Context: an optimization exercise on an open-source flow, tuned for small area. The choices shown serve that exercise and are no tape-out recipe. No functional check of the RTL was part of any run shown here. Power and IR drop assume default switching activity.

## flow/config.mk

```make
export PLATFORM = sky130hd
export DESIGN_NAME = cube_raster
export DESIGN_NICKNAME = cube_raster
export VERILOG_FILES = /design/flow/design.v
export SDC_FILE = /design/flow/constraint.sdc
export NUM_CORES = 4
export LEC_CHECK = 0
export CAP_MARGIN = 20
export CORE_MARGIN = 2
export CORE_UTILIZATION = 40
export SLEW_MARGIN = 20
export SYNTH_HIERARCHICAL = 1
```

## flow/constraint.sdc

```tcl
create_clock -name core_clock -period 5.0 [get_ports {clk}]
set_input_delay 1.0000 -clock core_clock [delete_from_list [all_inputs] [get_ports {clk}]]
set_output_delay 1.0000 -clock core_clock [all_outputs]
set_load 0.01 [all_outputs]
```

## flow/design.v

```verilog
package cube_pkg;
    localparam int COLOR_W   = 8;                    
    localparam int DIM_W     = 8;                    
    localparam int PRODUCT_W = COLOR_W + DIM_W;      
    localparam int BIT_IDX_W = $clog2(COLOR_W);      
    typedef logic [COLOR_W-1:0]   color_t;           
    typedef logic [DIM_W-1:0]     dim_t;             
    typedef logic [PRODUCT_W-1:0] product_t;         
    typedef logic [BIT_IDX_W-1:0] bit_idx_t;         
    typedef enum logic [2:0] {
        ST_IDLE,                                     
        ST_LOAD,                                     
        ST_MULT,                                     
        ST_SEND,                                     
        ST_FINISHED                                  
    } seq_state_t;
endpackage
module fa_cell (
    input  logic a,
    input  logic b,
    input  logic c,
    output logic s,
    output logic co
);
    assign s  = a ^ b ^ c;
    assign co = (a & b) | (a & c) | (b & c);
endmodule
module ha_cell (
    input  logic a,
    input  logic b,
    output logic s,
    output logic co
);
    assign s  = a ^ b;
    assign co = a & b;
endmodule
module ha_n_cell (
    input  logic a,
    input  logic b,
    output logic s,
    output logic co
);
    assign s  = ~(a ^ b);
    assign co = a | b;
endmodule
`timescale 1ns/1ns
module cube_raster
#(
    parameter int NUM_LANES       = 10,
    parameter int WORDS_PER_FRAME = 3,
    parameter int BIT_PERIOD      = 20,
    parameter int ONE_HIGH        = 13,
    parameter int ZERO_HIGH       = 6
) (
    input  logic                   clk,
    input  logic                   reset,
    input  logic                   enable_i,
    input  logic                   ack_i,
    input  logic                   pix_valid_i,
    output logic                   pix_ready_o,
    input  cube_pkg::color_t [NUM_LANES-1:0] pix_color_i,    
    input  cube_pkg::dim_t pix_dim_i,
    output logic                   finished_o,
    output logic [NUM_LANES-1:0]   sout_o
);
    logic st_mult, st_send;
    logic idle, active, xfer;
    logic q_last, q_end, w_zero, word_done;
    logic [4:0] q;                                   
    logic [2:0] w;                                   
    logic [1:0] word_cnt;
    logic       last_word;
    logic [7:0] dim_q;
    logic [7:0] ring_q [NUM_LANES];                  
    logic       ring_flip;
    logic [7:0] ring_col;                            
    logic       ring_hold;                           
    logic       ready_next;
    logic [NUM_LANES-1:0] bit_q;                     
    logic [7:0]  prod_top;                          
    logic       prod_bit;
    assign idle      = ~(pix_ready_o | st_mult | st_send | finished_o);
    assign active    = st_mult | st_send;
    assign xfer      = pix_ready_o & pix_valid_i;
    assign q_last    = (q == 5'd19);
    assign q_end     = (q == 5'd2);
    assign w_zero    = (w == 3'd0);
    assign word_done = st_send & q_end & w_zero;
    assign last_word = (word_cnt == 2'(WORDS_PER_FRAME - 1));
    assign ready_next = (idle & enable_i) | (pix_ready_o & ~pix_valid_i) | (word_done & ~last_word);
    always_ff @(posedge clk) begin
        if (reset) begin
            pix_ready_o <= 1'b0;
            st_mult     <= 1'b0;
            st_send     <= 1'b0;
            finished_o  <= 1'b0;
            word_cnt    <= '0;
        end else begin
            pix_ready_o <= ready_next;
            st_mult     <= xfer | (st_mult & ~q_end);
            st_send     <= (st_mult & q_end) | (st_send & ~word_done);
            finished_o  <= (word_done & last_word) | (finished_o & ~ack_i);
            if (word_done) begin
                word_cnt <= last_word ? '0 : word_cnt + 1'b1;
            end
        end
    end
    always_ff @(posedge clk) begin
        if (reset) begin
            ring_hold <= 1'b1;
        end else begin
            ring_hold <= ~ready_next;
        end
    end
    always_ff @(posedge clk) begin
        if (!active) begin
            q <= 5'd15;
            w <= 3'd7;
        end else begin
            q <= q_last ? 5'd0 : q + 1'b1;
            if (q_last) begin
                w <= w + 1'b1;
            end
        end
    end
    always_ff @(posedge clk) begin
        if (pix_ready_o) begin
            dim_q <= pix_dim_i;
        end
    end
    assign ring_flip = pix_ready_o | (st_mult & ~q[0]);
    for (genvar p = 0; p < NUM_LANES; p++) begin : g_ring
        if (p == 0) begin : g_first
            always_ff @(posedge clk) begin
                ring_q[p] <= ~((pix_color_i[(14 - p) % 10] & {8{pix_ready_o}}) |
                               (ring_q[(p + 1) % NUM_LANES] & {8{ring_hold}})) ^ {8{ring_flip}};
            end
        end else begin : g_rest
            always_ff @(posedge clk) begin
                ring_q[p] <= ~((pix_color_i[(14 - p) % 10] & {8{pix_ready_o}}) |
                               (ring_q[(p + 1) % NUM_LANES] & {8{ring_hold}}));
            end
        end
    end
    assign ring_col = ring_q[0];
    always_ff @(posedge clk) begin
        if (q <= 5'd9) begin
            bit_q <= {bit_q[NUM_LANES-2:0], prod_bit};
        end
    end
    for (genvar i = 0; i < NUM_LANES; i++) begin : g_lane
        assign sout_o[i] = st_send & (q >= 5'd5) & ((q <= 5'd10) | ((q <= 5'd17) & bit_q[i]));
    end
    logic pp_0_0, pp_0_1, pp_0_2, pp_0_3, pp_0_4, pp_0_5, pp_0_6, pp_0_7, pp_1_0, pp_1_1, pp_1_2, pp_1_3, pp_1_4, pp_1_5, pp_1_6, pp_1_7, pp_2_0, pp_2_1, pp_2_2, pp_2_3, pp_2_4, pp_2_5, pp_2_6, pp_2_7, pp_3_0, pp_3_1, pp_3_2, pp_3_3, pp_3_4, pp_3_5, pp_3_6, pp_3_7, pp_4_0, pp_4_1, pp_4_2, pp_4_3, pp_4_4, pp_4_5, pp_4_6, pp_4_7, pp_5_0, pp_5_1, pp_5_2, pp_5_3, pp_5_4, pp_5_5, pp_5_6, pp_5_7, pp_6_0, pp_6_1, pp_6_2, pp_6_3, pp_6_4, pp_6_5, pp_6_6, pp_6_7, pp_7_0, pp_7_1, pp_7_2, pp_7_3, pp_7_4, pp_7_5, pp_7_6, pp_7_7, s1, c2, s3, c4, s5, c6, s7, c8, s9, c10, s11, c12, s13, c14, s15, c16, s17, c18, s19, c20, s21, c22, s23, c24, s25, c26, s27, c28, s29, c30, s31, c32, s33, c34, s35, c36, s37, c38, s39, c40, s41, c42, s43, c44, s45, c46, s47, c48, s49, c50, s51, c52, s53, c54, s55, c56, s57, c58, s59, c60, s61, c62, s63, c64, s65, c66, s67, c68, s69, c70, s71, c72, s73, c74, s75, c76, s77, c78, s79, c80, s81, c82, s83, c84;
    logic [15:0] row_a, row_b, prod_full;
    assign pp_0_0 = ring_col[0] & dim_q[0];
    assign pp_0_1 = ring_col[0] & dim_q[1];
    assign pp_0_2 = ring_col[0] & dim_q[2];
    assign pp_0_3 = ring_col[0] & dim_q[3];
    assign pp_0_4 = ring_col[0] & dim_q[4];
    assign pp_0_5 = ring_col[0] & dim_q[5];
    assign pp_0_6 = ring_col[0] & dim_q[6];
    assign pp_0_7 = ring_col[0] & dim_q[7];
    assign pp_1_0 = ring_col[1] & dim_q[0];
    assign pp_1_1 = ring_col[1] & dim_q[1];
    assign pp_1_2 = ring_col[1] & dim_q[2];
    assign pp_1_3 = ring_col[1] & dim_q[3];
    assign pp_1_4 = ring_col[1] & dim_q[4];
    assign pp_1_5 = ring_col[1] & dim_q[5];
    assign pp_1_6 = ring_col[1] & dim_q[6];
    assign pp_1_7 = ring_col[1] & dim_q[7];
    assign pp_2_0 = ring_col[2] & dim_q[0];
    assign pp_2_1 = ring_col[2] & dim_q[1];
    assign pp_2_2 = ring_col[2] & dim_q[2];
    assign pp_2_3 = ring_col[2] & dim_q[3];
    assign pp_2_4 = ring_col[2] & dim_q[4];
    assign pp_2_5 = ring_col[2] & dim_q[5];
    assign pp_2_6 = ring_col[2] & dim_q[6];
    assign pp_2_7 = ring_col[2] & dim_q[7];
    assign pp_3_0 = ring_col[3] & dim_q[0];
    assign pp_3_1 = ring_col[3] & dim_q[1];
    assign pp_3_2 = ring_col[3] & dim_q[2];
    assign pp_3_3 = ring_col[3] & dim_q[3];
    assign pp_3_4 = ring_col[3] & dim_q[4];
    assign pp_3_5 = ring_col[3] & dim_q[5];
    assign pp_3_6 = ring_col[3] & dim_q[6];
    assign pp_3_7 = ring_col[3] & dim_q[7];
    assign pp_4_0 = ring_col[4] & dim_q[0];
    assign pp_4_1 = ring_col[4] & dim_q[1];
    assign pp_4_2 = ring_col[4] & dim_q[2];
    assign pp_4_3 = ring_col[4] & dim_q[3];
    assign pp_4_4 = ring_col[4] & dim_q[4];
    assign pp_4_5 = ring_col[4] & dim_q[5];
    assign pp_4_6 = ring_col[4] & dim_q[6];
    assign pp_4_7 = ring_col[4] & dim_q[7];
    assign pp_5_0 = ring_col[5] & dim_q[0];
    assign pp_5_1 = ring_col[5] & dim_q[1];
    assign pp_5_2 = ring_col[5] & dim_q[2];
    assign pp_5_3 = ring_col[5] & dim_q[3];
    assign pp_5_4 = ring_col[5] & dim_q[4];
    assign pp_5_5 = ring_col[5] & dim_q[5];
    assign pp_5_6 = ring_col[5] & dim_q[6];
    assign pp_5_7 = ring_col[5] & dim_q[7];
    assign pp_6_0 = ring_col[6] & dim_q[0];
    assign pp_6_1 = ring_col[6] & dim_q[1];
    assign pp_6_2 = ring_col[6] & dim_q[2];
    assign pp_6_3 = ring_col[6] & dim_q[3];
    assign pp_6_4 = ring_col[6] & dim_q[4];
    assign pp_6_5 = ring_col[6] & dim_q[5];
    assign pp_6_6 = ring_col[6] & dim_q[6];
    assign pp_6_7 = ring_col[6] & dim_q[7];
    assign pp_7_0 = ring_col[7] & dim_q[0];
    assign pp_7_1 = ring_col[7] & dim_q[1];
    assign pp_7_2 = ring_col[7] & dim_q[2];
    assign pp_7_3 = ring_col[7] & dim_q[3];
    assign pp_7_4 = ring_col[7] & dim_q[4];
    assign pp_7_5 = ring_col[7] & dim_q[5];
    assign pp_7_6 = ring_col[7] & dim_q[6];
    assign pp_7_7 = ring_col[7] & dim_q[7];
    ha_cell u_ha2 (.a(pp_0_6), .b(pp_1_5), .s(s1), .co(c2));
    fa_cell u_fa4 (.a(pp_0_7), .b(pp_1_6), .c(pp_2_5), .s(s3), .co(c4));
    ha_cell u_ha6 (.a(pp_3_4), .b(pp_4_3), .s(s5), .co(c6));
    fa_cell u_fa8 (.a(pp_1_7), .b(pp_2_6), .c(pp_3_5), .s(s7), .co(c8));
    ha_cell u_ha10 (.a(pp_4_4), .b(pp_5_3), .s(s9), .co(c10));
    fa_cell u_fa12 (.a(pp_2_7), .b(pp_3_6), .c(pp_4_5), .s(s11), .co(c12));
    ha_cell u_ha14 (.a(pp_0_4), .b(pp_1_3), .s(s13), .co(c14));
    fa_cell u_fa16 (.a(pp_0_5), .b(pp_1_4), .c(pp_2_3), .s(s15), .co(c16));
    ha_cell u_ha18 (.a(pp_3_2), .b(pp_4_1), .s(s17), .co(c18));
    fa_cell u_fa20 (.a(pp_2_4), .b(pp_3_3), .c(pp_4_2), .s(s19), .co(c20));
    fa_cell u_fa22 (.a(pp_5_1), .b(pp_6_0), .c(s1), .s(s21), .co(c22));
    fa_cell u_fa24 (.a(pp_5_2), .b(pp_6_1), .c(pp_7_0), .s(s23), .co(c24));
    fa_cell u_fa26 (.a(c2), .b(s3), .c(s5), .s(s25), .co(c26));
    fa_cell u_fa28 (.a(pp_6_2), .b(pp_7_1), .c(c4), .s(s27), .co(c28));
    fa_cell u_fa30 (.a(c6), .b(s7), .c(s9), .s(s29), .co(c30));
    fa_cell u_fa32 (.a(pp_5_4), .b(pp_6_3), .c(pp_7_2), .s(s31), .co(c32));
    fa_cell u_fa34 (.a(c8), .b(c10), .c(s11), .s(s33), .co(c34));
    fa_cell u_fa36 (.a(pp_3_7), .b(pp_4_6), .c(pp_5_5), .s(s35), .co(c36));
    fa_cell u_fa38 (.a(pp_6_4), .b(pp_7_3), .c(c12), .s(s37), .co(c38));
    fa_cell u_fa40 (.a(pp_4_7), .b(pp_5_6), .c(pp_6_5), .s(s39), .co(c40));
    ha_cell u_ha42 (.a(pp_0_3), .b(pp_1_2), .s(s41), .co(c42));
    fa_cell u_fa44 (.a(pp_2_2), .b(pp_3_1), .c(pp_4_0), .s(s43), .co(c44));
    fa_cell u_fa46 (.a(pp_5_0), .b(c14), .c(s15), .s(s45), .co(c46));
    fa_cell u_fa48 (.a(c16), .b(c18), .c(s19), .s(s47), .co(c48));
    fa_cell u_fa50 (.a(c20), .b(c22), .c(s23), .s(s49), .co(c50));
    fa_cell u_fa52 (.a(c24), .b(c26), .c(s27), .s(s51), .co(c52));
    fa_cell u_fa54 (.a(c28), .b(c30), .c(s31), .s(s53), .co(c54));
    fa_cell u_fa56 (.a(c32), .b(c34), .c(s35), .s(s55), .co(c56));
    fa_cell u_fa58 (.a(pp_7_4), .b(c36), .c(c38), .s(s57), .co(c58));
    fa_cell u_fa60 (.a(pp_5_7), .b(pp_6_6), .c(pp_7_5), .s(s59), .co(c60));
    ha_cell u_ha62 (.a(pp_0_2), .b(pp_1_1), .s(s61), .co(c62));
    fa_cell u_fa64 (.a(pp_2_1), .b(pp_3_0), .c(s41), .s(s63), .co(c64));
    fa_cell u_fa66 (.a(s13), .b(c42), .c(s43), .s(s65), .co(c66));
    fa_cell u_fa68 (.a(s17), .b(c44), .c(s45), .s(s67), .co(c68));
    fa_cell u_fa70 (.a(s21), .b(c46), .c(s47), .s(s69), .co(c70));
    fa_cell u_fa72 (.a(s25), .b(c48), .c(s49), .s(s71), .co(c72));
    fa_cell u_fa74 (.a(s29), .b(c50), .c(s51), .s(s73), .co(c74));
    fa_cell u_fa76 (.a(s33), .b(c52), .c(s53), .s(s75), .co(c76));
    fa_cell u_fa78 (.a(s37), .b(c54), .c(s55), .s(s77), .co(c78));
    fa_cell u_fa80 (.a(s39), .b(c56), .c(s57), .s(s79), .co(c80));
    fa_cell u_fa82 (.a(c40), .b(c58), .c(s59), .s(s81), .co(c82));
    fa_cell u_fa84 (.a(pp_6_7), .b(pp_7_6), .c(c60), .s(s83), .co(c84));
    assign row_a = {1'b0, pp_7_7, c82, c80, c78, c76, c74, c72, c70, c68, c66, c64, c62, pp_2_0, pp_0_1, pp_0_0};
    assign row_b = {1'b0, c84, s83, s81, s79, s77, s75, s73, s71, s69, s67, s65, s63, s61, pp_1_0, 1'b0};
    logic [8:0] cy;
    assign cy[0] = 1'b0;
    assign cy[1] = (row_a[0] & row_b[0]) | (row_a[0] & cy[0]) | (row_b[0] & cy[0]);
    assign cy[2] = (row_a[1] & row_b[1]) | (row_a[1] & cy[1]) | (row_b[1] & cy[1]);
    assign cy[3] = (row_a[2] & row_b[2]) | (row_a[2] & cy[2]) | (row_b[2] & cy[2]);
    assign cy[4] = (row_a[3] & row_b[3]) | (row_a[3] & cy[3]) | (row_b[3] & cy[3]);
    assign cy[5] = (row_a[4] & row_b[4]) | (row_a[4] & cy[4]) | (row_b[4] & cy[4]);
    assign cy[6] = (row_a[5] & row_b[5]) | (row_a[5] & cy[5]) | (row_b[5] & cy[5]);
    assign cy[7] = (row_a[6] & row_b[6]) | (row_a[6] & cy[6]) | (row_b[6] & cy[6]);
    assign cy[8] = (row_a[7] & row_b[7]) | (row_a[7] & cy[7]) | (row_b[7] & cy[7]);
    assign prod_full[7:0] = '0;
    assign prod_full[15:8] = row_a[15:8] + row_b[15:8] + {7'b0, cy[8]};
    assign prod_top = prod_full[15:8];
    assign prod_bit = prod_top[3'd7 - w];
endmodule
```

## flow/flow/run.sh

```bash
#!/bin/bash
# Layout flow: the standard flow (standard.sh) with two changes:
#  - port buffers are the smallest buffer, sky130_fd_sc_hd__buf_1
#  - clock tree synthesis uses small clock buffers and inserts no dummy loads
# The make output goes to standard.log here; ORFS keeps each step's log too.
set -euo pipefail
export BUFFER_PORTS_ARGS="-buffer_cell sky130_fd_sc_hd__buf_1"
export CTS_ARGS="-sink_clustering_enable -repair_clock_nets -dont_use_dummy_load -buf_list sky130_fd_sc_hd__clkbuf_8"
bash standard.sh > standard.log 2>&1
```

## flow/standard.sh

```bash
#!/bin/bash
# synth_recipe.tcl (not shown) runs the flow's synth.tcl, then flattens the netlist and writes it again
# the make line also repeats each setting of config.mk as NAME=value (left out here)
make -C /OpenROAD-flow-scripts/flow DESIGN_CONFIG=/design/flow/config.mk WORK_HOME=/design/flow/orfs CLKGATE_MAP_FILE= SYNTH_SCRIPT=/design/flow/synth_recipe.tcl "${@:-finish}"
```

==> implementation parameters, run 1 <==
Parameter                              Value

Final layout
  Number of nets in the final layout ... 738
  Fraction of final layout cells sized beyond drive strength 1 ... 0.0510
  Final design instance area without fill ... 6140 um^2
  Diodes inserted ... 0
  Layout overhead on the synthesized area ... 14.3%

Timing
  Worst slew slack as a fraction of its limit ... 0.306
  Maximum achievable frequency ... 211 MHz
  Worst clock skew ... 0.0186 ns
  Number of hold violations in the final report ... 0
  Max-slew violation total from the final report ... 0
  Setup repair after global routing missed its margin ... no
  Worst-margin pin slew ... 1.04 ns
  Post-route minimum period ... 4.73 ns
  Final-report setup violation count ... 0
  Period utilisation layout ... 0.946
  Total negative slack for setup checks ... 0 ns

Synth
  Area of the mapped netlist ... 5370 um^2
  Seq/Total Area, Yosys ... 0.455
  Post-synthesis async set-or-reset flop share ... 0
  Yosys reg bits ... 113
  Yosys warning total ... 8
  Post-Synthesis Net Count ... 638
  Cells after Synth ... 490
  Average footprint of a synthesized cell ... 11.0 um^2
  Cell types with the largest area share after synthesis ... sky130_fd_sc_hd__dfxtp_1 (35%), sky130_fd_sc_hd__fa_1 (14%), sky130_fd_sc_hd__a22oi_1 (10%), sky130_fd_sc_hd__edfxtp_1 (10%), sky130_fd_sc_hd__and2_1 (7.0%)
  Post-synth top area cell ... sky130_fd_sc_hd__dfxtp_1
  Number of enable-type register cells in the synthesized netlist ... 18
  Dominant register cell in the synthesized netlist ... sky130_fd_sc_hd__dfxtp_1
  Proportion of netlist area held by the largest area contributor ... 0.354
  Library cells used by synthesis ... 47

Die
  Placeable core region ... 13,200 um^2
  Boundary Pins ... 105
  Number of placement rows ... 42
  Overall die width ... 120 um
  Die H ... 120 um
  Full die area ... 14,400 um^2
  Starting density of the core ... 0.407

Setup path
  Reg2reg setup slack ... 0.27 ns
  Origin of the critical flop-to-flop path ... dim_q[6]
  Critical path's most frequent cell ... sky130_fd_sc_hd__fa_1
  Max stage delay on crit path ... 0.54 ns
  Worst Reg2Reg Path Length in Cells ... 14
  Required time at the endpoint of the critical path ... 5.16 ns
  Highest-delay cell along the critical path ... sky130_fd_sc_hd__fa_1
  Classification of the worst setup path ... reg -> reg
  R2r endpoint ... bit_q[0]
  Critical Path Sink Type ... flip-flop
  Crit start category ... flip-flop
  Cell-by-cell trace of the critical path ... and2_1 > ha_1 > fa_1 > fa_1 > fa_1 > nor2_1 > nor3_1 > o2bb2ai_1 > fa_2 > fa_1 > a21o_1 > and4_1 > o31a_1 > a221o_1
  Worst Path Arrival ... 4.89 ns
  Largest fanout on the critical path ... 8

Global routing
  Maximum number of pins on one net before global-route repair ... 95
  Initial antenna violation count ... 0
  GRT Total Usage ... 0.176
  First-pass GRT wire length ... 19.4 mm
  Number of global-route vias before repair ... 3,859
  GRT Residual Overflow ... 0

CTS
  Number of buffers inserted for hold repair after clock tree synthesis ... 0
  CTS root buf ... sky130_fd_sc_hd__clkbuf_8
  Clock transition at the registers of the reported paths ... 0.07 ns
  Resize count post-CTS ... 0
  # Post-CTS Setup Buffers ... 0
  CTS Buf Count ... 17
  Clk sink count ... 113
  CTS Buffer Depth ... 2
  Skew-Pair Late Insertion Delay ... 0.43 ns
  H-tree lvl count ... 4
  CTS tree ... built

Drt
  Post-DR vias/cell ... 5.20
  Remaining antenna violation count ... 0
  Vias post-DR ... 3,973
  Avg WL per Cell ... 15.8 um
  Number of DRC markers in iteration 0 ... 214
  Number of optimization iterations in the first detailed-route pass ... 4
  Drc violations ... 0
  Detailed Route WL ... 12.1 mm

Hold path
  Min-Delay Path Class ... reg -> reg
  Number of instances on the worst hold path ... 1
  Worst Hold Launch ... ring_q[2][3]
  Hold EP ... ring_q[1][3]

Place
  HPWL Detailed ... 8.77 mm
  Post-placement cell area ... 5900 um^2
  Count of port buffers added during placement ... 104
  Gp weighted congestion ... 0.828

Power
  Maximum vdd drop ... 262 uV
  Total power density per cell area ... 550 nW/um^2
  Static leakage ... 2.53 nW

Flow run
  Max-cap check violation count ... 0

Outcome
  Status ... complete, no violations
metal layers:
layer	wire [um]	vias to the layer above	track usage
li1	-	1943	-
met1	5440	1917	0.231
met2	5640	102	0.265
met3	862	11	0.0684
met4	166	0	0.0603
met5	0	-	0
flip-flops by register name (all words and copies together) (netlist names):
signal,count
w,3
ring_q,80
word_cnt,2
bit_q,10
st_mult,1
ring_hold,1
dim_q,8
pix_ready_o,1
st_send,1
finished_o,1
q,5
cell usage after synthesis (all sizes together) (3+ instances only):
library cell / n
a21o: 3
a21oi: 37
a22oi: 74
a31oi: 11
and2: 60
clkbuf: 24
dfxtp: 95
edfxtp: 18
fa: 37
ha: 18
inv: 16
mux2i: 3
nand2: 21
nand2b: 3
nor2: 17
o21ai: 10
xnor2: 3
modules after synthesis (local to each module, per instance):
module	flip-flops and latches	copies in the design	cell area, um^2
cube_raster	113	1	4580
fa_cell	0	35	20.0
ha_cell	0	7	12.5
critical path, delay by kind of cell, from the launching register on:
| family | cells | cell delay [ns] |
|---|---|---|
| fa+ha+maj | 6 | 2.48 |
| compound gates | 4 | 0.89 |
| simple gates | 4 | 0.65 |
| flops | 1 | 0.46 |
placed cells by master, fill, tap and decap left out, types with 10 or more instances in the layout:
cell,instances
sky130_fd_sc_hd__buf_1,104
sky130_fd_sc_hd__dfxtp_1,93
sky130_fd_sc_hd__a22oi_1,74
sky130_fd_sc_hd__and2_1,60
sky130_fd_sc_hd__a21oi_1,37
sky130_fd_sc_hd__fa_1,36
sky130_fd_sc_hd__nand2_1,21
sky130_fd_sc_hd__ha_1,18
sky130_fd_sc_hd__edfxtp_1,18
sky130_fd_sc_hd__nor2_1,17
sky130_fd_sc_hd__clkbuf_8,17
sky130_fd_sc_hd__inv_1,16
sky130_fd_sc_hd__a31oi_1,11
sky130_fd_sc_hd__o21ai_0,10
where the power goes:
| group | switching (mW) | internal [mW] | leakage, nW |
|---|---|---|---|
| Clock | 0.298 | 0.297 | 0.122 |
| Combinational | 0.769 | 0.787 | 1.44 |
| Sequential | 0.105 | 1.12 | 0.963 |
cell type report:
| type | count | area [um^2] |
|---|---|---|
| multi-input combinational | 335 | 2770 |
| sequential | 113 | 2440 |
| clock buffer | 17 | 234 |
| timing repair buffer | 107 | 413 |
| tap | 176 | 220 |
| inverter | 16 | 60.1 |
| fill | 1256 | 7050 |
cell families after synthesis:
| family | Yosys count | synth area share |
|---|---|---|
| AO/OA/AOI/OAI | 150 | 0.189 |
| AND/OR/NAND/NOR | 120 | 0.125 |
| XOR/XNOR | 4 | 0.00652 |
| buffers and inverters | 42 | 0.0310 |
| adder cells (fa/ha/maj) | 57 | 0.184 |
| multiplexers | 4 | 0.00978 |
| flip-flops | 113 | 0.455 |
per-stage QoR:
stage	total power, mW	setup WS (ns)	instances	utilization	hold WS (ns)
6_report	3.38	0.272	764	0.465	0.396
5_1_grt	3.70	0.0414	764	0.465	0.402
4_1_cts	3.41	0.209	764	0.465	0.391
3_5_place_dp	2.80	0.233	747	0.447	0.397
3_3_place_gp	2.75	0.286	747	0.447	0.391
2_1_floorplan	2.44	0.453	490	-	0.390
how the worst max path moves through the flow:
stage,startpoint,to,slack (ns),cells after the start
after floorplan,dim_q[6],bit_q[0],0.45,14
after global placement,dim_q[6],bit_q[0],0.29,14
after detailed placement,dim_q[6],bit_q[0],0.23,14
after CTS,dim_q[6],bit_q[0],0.21,14
after global routing,dim_q[5],bit_q[0],0.04,14
final,dim_q[6],bit_q[0],0.27,14
==> run 2: changes to the inputs <==
--- a/flow/design.v
+++ b/flow/design.v
@@ -262,16 +262,5 @@
     assign row_a = {1'b0, pp_7_7, c82, c80, c78, c76, c74, c72, c70, c68, c66, c64, c62, pp_2_0, pp_0_1, pp_0_0};
     assign row_b = {1'b0, c84, s83, s81, s79, s77, s75, s73, s71, s69, s67, s65, s63, s61, pp_1_0, 1'b0};
-    logic [8:0] cy;
-    assign cy[0] = 1'b0;
-    assign cy[1] = (row_a[0] & row_b[0]) | (row_a[0] & cy[0]) | (row_b[0] & cy[0]);
-    assign cy[2] = (row_a[1] & row_b[1]) | (row_a[1] & cy[1]) | (row_b[1] & cy[1]);
-    assign cy[3] = (row_a[2] & row_b[2]) | (row_a[2] & cy[2]) | (row_b[2] & cy[2]);
-    assign cy[4] = (row_a[3] & row_b[3]) | (row_a[3] & cy[3]) | (row_b[3] & cy[3]);
-    assign cy[5] = (row_a[4] & row_b[4]) | (row_a[4] & cy[4]) | (row_b[4] & cy[4]);
-    assign cy[6] = (row_a[5] & row_b[5]) | (row_a[5] & cy[5]) | (row_b[5] & cy[5]);
-    assign cy[7] = (row_a[6] & row_b[6]) | (row_a[6] & cy[6]) | (row_b[6] & cy[6]);
-    assign cy[8] = (row_a[7] & row_b[7]) | (row_a[7] & cy[7]) | (row_b[7] & cy[7]);
-    assign prod_full[7:0] = '0;
-    assign prod_full[15:8] = row_a[15:8] + row_b[15:8] + {7'b0, cy[8]};
+    assign prod_full = row_a + row_b;
     assign prod_top = prod_full[15:8];
     assign prod_bit = prod_top[3'd7 - w];
==> implementation parameters, run 2 <==
Parameter                              Value

Die
  Die H ... 121 um (was 120 um)
  Overall die width ... 121 um (was 120 um)
  Number of placement rows ... 42 (unchanged)
  Boundary Pins ... 105 (unchanged)
  Full die area ... 14,700 um^2 (was 14,400 um^2)
  Placeable core region ... 13,300 um^2 (was 13,200 um^2)
  Starting density of the core ... 0.412 (was 0.407)

Place
  Gp weighted congestion ... 0.823 (was 0.828)
  HPWL Detailed ... 9.02 mm (was 8.77 mm)
  Placement-stage worst setup slack ... 0.621 ns (was 0.233 ns)
  Count of port buffers added during placement ... 104 (unchanged)
  Count of placed standard cells including taps ... 772 (was 747)
  Post-placement cell area ... 6020 um^2 (was 5900 um^2)

Timing
  Period utilisation layout ... 0.883 (was 0.946)
  Setup repair after global routing missed its margin ... no (unchanged)
  Max-slew violation total from the final report ... 0 (unchanged)
  Total negative slack for setup checks ... 0 ns (unchanged)
  Final-report setup violation count ... 0 (unchanged)
  Maximum achievable frequency ... 226 MHz (was 211 MHz)
  Number of hold violations in the final report ... 0 (unchanged)
  Worst clock skew ... 0.0271 ns (was 0.0186 ns)
  Worst slew slack as a fraction of its limit ... 0.285 (was 0.306)
  Post-route minimum period ... 4.42 ns (was 4.73 ns)
  Worst-margin pin slew ... 1.06 ns (was 1.04 ns)
  Worst Slack Setup Final ... 0.585 ns (was 0.272 ns)

Setup path
  R2r endpoint ... bit_q[0] (unchanged)
  Critical Path Sink Type ... flip-flop (unchanged)
  Classification of the worst setup path ... reg -> reg (unchanged)
  Origin of the critical flop-to-flop path ... dim_q[7] (was dim_q[6])
  Crit start category ... flip-flop (unchanged)
  Reg2reg setup slack ... 0.58 ns (was 0.27 ns)
  Required time at the endpoint of the critical path ... 5.13 ns (was 5.16 ns)
  Largest fanout on the critical path ... 8 (unchanged)
  Worst Reg2Reg Path Length in Cells ... 13 (was 14)
  Worst Path Arrival ... 4.55 ns (was 4.89 ns)

CTS
  CTS root buf ... sky130_fd_sc_hd__clkbuf_8 (unchanged)
  H-tree lvl count ... 4 (unchanged)
  Clock transition at the registers of the reported paths ... 0.06 ns (was 0.07 ns)
  # Post-CTS Setup Buffers ... 0 (unchanged)
  CTS Buffer Depth ... 2 (unchanged)
  Clk sink count ... 113 (unchanged)
  CTS tree ... built (unchanged)
  Resize count post-CTS ... 0 (unchanged)
  Number of buffers inserted for hold repair after clock tree synthesis ... 0 (unchanged)
  Skew-Pair Late Insertion Delay ... 0.42 ns (was 0.43 ns)
  CTS Buf Count ... 17 (unchanged)

Power
  Cell Int Power ... 2.26 mW (was 2.20 mW)
  Net switching power ... 1.37 mW (was 1.17 mW)
  Net Sw Frac ... 0.377 (was 0.347)
  Relative contribution of combinational cells to total power ... 0.496 (was 0.461)
  Total power density per cell area ... 580 nW/um^2 (was 550 nW/um^2)
  Clock group share of total power ... 0.162 (was 0.176)
  Maximum vdd drop ... 255 uV (was 262 uV)
  Static leakage ... 2.57 nW (was 2.53 nW)
  Total power of the final layout ... 3.63 mW (was 3.38 mW)
  Fraction of power consumed by sequential logic ... 0.341 (was 0.363)

Drt
  Vias post-DR ... 4,113 (was 3,973)
  Number of optimization iterations in the first detailed-route pass ... 6 (was 4)
  Detailed Route WL ... 12.1 mm (about the same)
  Drc violations ... 0 (unchanged)
  Post-DR vias/cell ... 5.21 (was 5.20)
  Number of DRC markers in iteration 0 ... 219 (was 214)
  Remaining antenna violation count ... 0 (unchanged)
  Avg WL per Cell ... 15.4 um (was 15.8 um)

Final layout
  Register containing the most flip-flops in the final layout ... ring_q (unchanged)
  Number of flip-flops under the largest register name ... 80 (unchanged)
  Diodes inserted ... 0 (unchanged)
  Final design instance area without fill ... 6260 um^2 (was 6140 um^2)
  Leading cell type in the layout, fill and taps excluded ... sky130_fd_sc_hd__buf_1 (unchanged)
  Finished Layout Cells ... 789 (was 764)
  Number of nets in the final layout ... 768 (was 738)
  Fraction of final layout cells sized beyond drive strength 1 ... 0.0408 (was 0.0510)
  Highest-count cells in the layout ignoring fill and taps ... sky130_fd_sc_hd__buf_1 (104), sky130_fd_sc_hd__dfxtp_1 (93), sky130_fd_sc_hd__a22oi_1 (75) (was sky130_fd_sc_hd__buf_1 (104), sky130_fd_sc_hd__dfxtp_1 (93), sky130_fd_sc_hd__a22oi_1 (74))
  Largest registers in the final layout ... ring_q: 80 flops, bit_q: 10 flops, dim_q: 8 flops (unchanged)
  Layout overhead on the synthesized area ... 13.9% (was 14.3%)

Synth
  Yosys reg bits ... 113 (unchanged)
  Library cells used by synthesis ... 45 (was 47)
  Proportion of netlist area held by the largest area contributor ... 0.346 (was 0.354)
  Cell types with the largest area share after synthesis ... sky130_fd_sc_hd__dfxtp_1 (35%), sky130_fd_sc_hd__fa_1 (13%), sky130_fd_sc_hd__a22oi_1 (10%), sky130_fd_sc_hd__edfxtp_1 (9.8%), sky130_fd_sc_hd__and2_1 (6.9%) (was sky130_fd_sc_hd__dfxtp_1 (35%), sky130_fd_sc_hd__fa_1 (14%), sky130_fd_sc_hd__a22oi_1 (10%), sky130_fd_sc_hd__edfxtp_1 (10%), sky130_fd_sc_hd__and2_1 (7.0%))
  Post-Synthesis Net Count ... 670 (was 638)
  Post-synthesis async set-or-reset flop share ... 0 (unchanged)
  List of most frequent post-synthesis cells ... sky130_fd_sc_hd__dfxtp_1 (95), sky130_fd_sc_hd__a22oi_1 (75), sky130_fd_sc_hd__and2_1 (61) (was sky130_fd_sc_hd__dfxtp_1 (95), sky130_fd_sc_hd__a22oi_1 (74), sky130_fd_sc_hd__and2_1 (60))
  Post-synth top area cell ... sky130_fd_sc_hd__dfxtp_1 (unchanged)
  Average footprint of a synthesized cell ... 10.6 um^2 (was 11.0 um^2)
  Cells after Synth ... 517 (was 490)
  Seq/Total Area, Yosys ... 0.445 (was 0.455)
  Number of enable-type register cells in the synthesized netlist ... 18 (unchanged)
  Yosys warning total ... 8 (unchanged)
  Most frequent cell after synthesis ... sky130_fd_sc_hd__dfxtp_1 (unchanged)
  Area of the mapped netlist ... 5490 um^2 (was 5370 um^2)
  Dominant register cell in the synthesized netlist ... sky130_fd_sc_hd__dfxtp_1 (unchanged)

Global routing
  Initial antenna violation count ... 0 (unchanged)
  GRT Residual Overflow ... 0 (unchanged)
  GRT Total Usage ... 0.175 (was 0.176)
  First-pass GRT wire length ... 20.1 mm (was 19.4 mm)
  Number of global-route vias before repair ... 4,185 (was 3,859)
  Maximum number of pins on one net before global-route repair ... 59 (was 95)

Hold path
  Number of instances on the worst hold path ... 1 (unchanged)
  Worst Hold Launch ... ring_q[6][7] (was ring_q[2][3])
  Hold EP ... ring_q[5][7] (was ring_q[1][3])
  Min-Delay Path Class ... reg -> reg (unchanged)

Flow run
  Max-cap check violation count ... 0 (unchanged)

Outcome
  Status ... complete, no violations (unchanged)
==> run 2: final cells by class <==
type | instances | area [um^2]
flip-flops and latches | 113 | 2450
fillers | 1293 | 7090
multi-input cells | 366 | 2910
inverters | 11 | 41.3
well taps | 176 | 220
repair buffers | 106 | 405
clock buffers | 17 | 234
==> run 2: worst max-delay path, cell delays in order (launching register included) <==
cell	delay, ns
sky130_fd_sc_hd__edfxtp_1	0.48
sky130_fd_sc_hd__and2_1	0.23
sky130_fd_sc_hd__fa_1	0.50
sky130_fd_sc_hd__fa_1	0.44
sky130_fd_sc_hd__fa_1	0.54
sky130_fd_sc_hd__fa_1	0.44
sky130_fd_sc_hd__ha_1	0.31
sky130_fd_sc_hd__o21a_1	0.22
sky130_fd_sc_hd__o21ai_0	0.19
sky130_fd_sc_hd__o22ai_2	0.16
sky130_fd_sc_hd__o21ai_0	0.23
sky130_fd_sc_hd__o32ai_1	0.10
sky130_fd_sc_hd__a21oi_1	0.18
sky130_fd_sc_hd__a22oi_2	0.10
==> run 2: metal layers <==
metal  share of wire  vias up  global-route usage
li1                -     2033                   -
met1            0.44     1942               0.220
met2            0.47      123               0.281
met3           0.075       15              0.0653
met4           0.015        0              0.0560
met5               0        -                   0
==> run 2: cell families after synthesis <==
family / after synthesis / share of synthesized area
AO/OA/AOI/OAI: 149 / 0.186
XOR/XNOR: 13 / 0.0207
adder cells (fa/ha/maj): 60 / 0.185
buffers and inverters: 38 / 0.0260
flip-flops: 113 / 0.445
multiplexers: 1 / 0.00182
AND/OR/NAND/NOR: 143 / 0.136
==> run 2: power groups by stage <==
stage               Clock [mW]  Sequential [mW]  Combinational (mW)
floorplan                    0             1.20                1.43
global placement             0             1.25                1.72
detailed placement           0             1.26                1.80
CTS                      0.617             1.24                1.81
global route             0.653             1.26                2.05
finish                   0.589             1.24                1.80
==> run 2: how the worst max path moves through the flow <==
stage	cells after the start	endpoint	slack [ns]	from
floorplan	13	bit_q[0]	0.94	dim_q[7]
global placement	13	bit_q[0]	0.75	dim_q[7]
detailed placement	13	bit_q[0]	0.62	dim_q[7]
CTS	13	bit_q[0]	0.59	dim_q[7]
global route	13	bit_q[0]	0.39	dim_q[7]
finish	13	bit_q[0]	0.58	dim_q[7]
==> run 2: Yosys stat by module (local to each module, per instance) <==
| module | copies in the design | area (um^2) | cells inside |
|---|---|---|---|
| fa_cell | 35 | 20.0 | 1 |
| cube_raster | 1 | 4700 | 475 |
| ha_cell | 7 | 12.5 | 1 |
==> run 2: stage by stage <==
step | util | hold slack (ns)
finish | 0.469 | 0.399
floorplan | - | 0.390
CTS | 0.469 | 0.403
detailed placement | 0.451 | 0.397
global route | 0.469 | 0.410
global placement | 0.451 | 0.393

-- separate check: timing with driven ports --
Ports are ideal in the flow. The routed layouts listed here were re-timed in OpenROAD. Step 1, drivers: a clkbuf_16 drives clk and a buf_2 each remaining input, both assumed. Step 2, shift: input delay + t, output delay - t, t = (earliest + latest rising clock arrival at the registers) / 2. This alone moves slack from input paths to output paths. Three values: no drivers, after step 1, after step 2; two values: the first two.
| run | t, ns | setup WS [ns] | latest minus earliest clock arrival (ns) |
|---|---|---|---|
| run 1 | 0.448 | 0.272 / 0.272 / 0.272 | 0.026 / 0.027 |
| run 2 | 0.441 | 0.585 / 0.585 / 0.585 | 0.027 / 0.027 |
After both steps setup and hold are still met in every run listed.
